What follows belongs to an exercise in optimizing a design on an open flow for small area; a production flow would make more cautious choices.
Where RTL was checked, it was by simulation tests only, not by an equivalence proof against the original.
No activity file was given, so power comes from the tool's default toggle rates.

Design pixel_generator, start of the top module:
module pixel_generator (
    input  logic                            out_stream_aclk,
    input  logic                            periph_resetn,
    output logic [32-1:0]       out_stream_tdata,
    output logic [32/8-1:0]     out_stream_tkeep,
    output logic                            out_stream_tlast,
    input  logic                            out_stream_tready,
    output logic                            out_stream_tvalid,
    output logic [0:0]                      out_stream_tuser,
    input  logic [8-1:0]  s_axi_lite_araddr,
    output logic                            s_axi_lite_arready,
    input  logic                            s_axi_lite_arvalid,
    input  logic [8-1:0]  s_axi_lite_awaddr,
    output logic                            s_axi_lite_awready,
    input  logic                            s_axi_lite_awvalid,
    input  logic                            s_axi_lite_bready,
    output logic [1:0]                      s_axi_lite_bresp,
    output logic                            s_axi_lite_bvalid,
    output logic [32-1:0]       s_axi_lite_rdata,
    input  logic                            s_axi_lite_rready,
    output logic [1:0]                      s_axi_lite_rresp,
    output logic                            s_axi_lite_rvalid,
    input  logic [32-1:0]       s_axi_lite_wdata,
    output logic                            s_axi_lite_wready,
    input  logic                            s_axi_lite_wvalid
);
make LEC_CHECK=0 CAP_MARGIN=20 CORE_MARGIN=2 CORE_UTILIZATION=40 PLACE_DENSITY=0.6 SLEW_MARGIN=20 finish   # period 5.0 ns
run.sh (not shown) runs the stock make flow with config.mk's settings and CLKGATE_MAP_FILE= SYNTH_SCRIPT=/design/flow/synth_recipe.tcl, a recipe that flattens the netlist after the stock synthesis.
Change:
CTS_BUF_LIST = sky130_fd_sc_hd__clkbuf_2 sky130_fd_sc_hd__clkbuf_4 sky130_fd_sc_hd__clkbuf_8   (was default)
Result: The new run finished clean; fmax went down by 0.60%; via count increases by 1.4%; wire length goes up by 2.0%; synthesized area is unchanged; cell area stays flat; power fell by 2.3%; first-iteration DRC count goes up by 1.7%; global-route usage climbs by 0.42 points; worst setup slack is worse by 0.023 ns; sequential share of layout area is about the same.


Setup of trial 16:
pixel_generator, a different RTL version from the one above (not shown whole).
Size in the first run: ~140 I/O pins.
export LEC_CHECK = 0
export CAP_MARGIN = 20
export CORE_MARGIN = 2
export CORE_UTILIZATION = 70
export PLACE_DENSITY = 0.85
export SLEW_MARGIN = 20
create_clock -name core_clock -period 5.0 [get_ports {out_stream_aclk}]
standard.sh (not shown) runs the stock make flow with config.mk's settings and CLKGATE_MAP_FILE= SYNTH_SCRIPT=/design/flow/synth_recipe.tcl, a recipe that flattens the netlist after the stock synthesis.
==> flow/flow/run.sh <==
#!/bin/bash
# The standard layout, with three changes:
#  - after the standard synthesis, the combinational logic between the
#    flip-flops is re-mapped for area (flow/remap.tcl); flip-flops and tie
#    cells stay exactly as the standard synthesis made them;
#  - ports are buffered with the smallest buffer, sky130_fd_sc_hd__buf_1;
#  - a leaner clock tree (small buffers, no dummy loads), and one tie cell
#    per constant instead of one per load.
# Each tool's output goes to a log file of its own in this folder.
set -euo pipefail
export BUFFER_PORTS_ARGS="-buffer_cell sky130_fd_sc_hd__buf_1"
export CTS_ARGS="-sink_clustering_enable -repair_clock_nets -dont_use_dummy_load -buf_list sky130_fd_sc_hd__clkbuf_8 -sink_clustering_size 20 -sink_clustering_max_diameter 50"
export SKIP_REPAIR_TIE_FANOUT=1
bash standard.sh synth > synth.log 2>&1
R=orfs/results/$FLOW_PLATFORM/pixel_generator/base
cp $R/1_2_yosys.v standard_synth.v
REMAP_LIB=$FLOW_HOME/platforms/$FLOW_PLATFORM/lib/sky130_fd_sc_hd__tt_025C_1v80.lib \
REMAP_IN=standard_synth.v REMAP_OUT=remapped.v REMAP_KEEP=flow/seq_cells.txt REMAP_DIR=. \
  yosys -c flow/remap.tcl > remap.log 2>&1
cp remapped.v $R/1_2_yosys.v
rm -f $R/1_synth.odb $R/1_synth.sdc
bash standard.sh > standard.log 2>&1
Other scripts of this flow, unchanged in this note and not shown: flow/flow/remap.tcl, flow/flow/seq_cells.txt
Trial 16 was carried through to the last stage, and its layout satisfied the timing, design-rule and antenna checks.
Input changes introduced in build 83 (baseline for comparison: trial 16):
Settings: PLACE_DENSITY: 0.85 -> 0.75; CORE_UTILIZATION: 70 -> 60.
diff --git a/flow/flow/run.sh b/flow/flow/run.sh
--- a/flow/flow/run.sh
+++ b/flow/flow/run.sh
@@ -11,3 +11,3 @@
 export BUFFER_PORTS_ARGS="-buffer_cell sky130_fd_sc_hd__buf_1"
-export CTS_ARGS="-sink_clustering_enable -repair_clock_nets -dont_use_dummy_load -buf_list sky130_fd_sc_hd__clkbuf_8 -sink_clustering_size 20 -sink_clustering_max_diameter 50"
+export CTS_ARGS="-sink_clustering_enable -repair_clock_nets -dont_use_dummy_load -buf_list sky130_fd_sc_hd__clkbuf_4 -sink_clustering_size 12 -sink_clustering_max_diameter 40"
 export SKIP_REPAIR_TIE_FANOUT=1
Findings:
Build 83 vs trial 16, fraction of met3 tracks used by global routing went up by 0.21 points. Build 83 ended up with a lower post-route total power than trial 16 did. Compared build 83 against trial 16; proportion of cell area occupied by multi-input gates within noise. Diff trial 16 -> build 83: signed area change from the synthesized netlist to the final layout fell by 0.20 points, half-perimeter wire length of the detailed placement result lower, instance count on the critical path did not really move, number of clock buffers in the layout rose by 10.
No functional check of the RTL was part of any run of this note.

[port drivers added, routing unchanged]
No port has a modelled driver above. Below, the same layouts with a new extraction and two added sets of constraints.
Step 1: set_driving_cell puts a clkbuf_16 on out_stream_aclk and a buf_2 on each other input, an assumption about the parent block.
Step 2 adds t to the input delays and takes it off the output delays; t is the mean of the earliest and latest rising clock arrival at the registers after step 1. Input paths then give back, and output paths get back, about the clock's delay inside the block.
a / b / c = ideal ports / drivers / drivers and shift; a / b = the first two.
run | t (ns) | setup WS [ns] | cell pins on the clock port's net
the first run of note 1 | 0.586 | 1.147 / 1.127 / 1.127 | 1
the second run of note 1 | 0.566 | 1.124 / 1.104 / 1.104 | 1
trial 16 | 0.511 | 1.527 / 1.506 / 1.506 | 1
build 83 | 0.613 | 1.553 / 1.532 / 1.532 | 1
After both steps setup and hold are still met in every run listed.
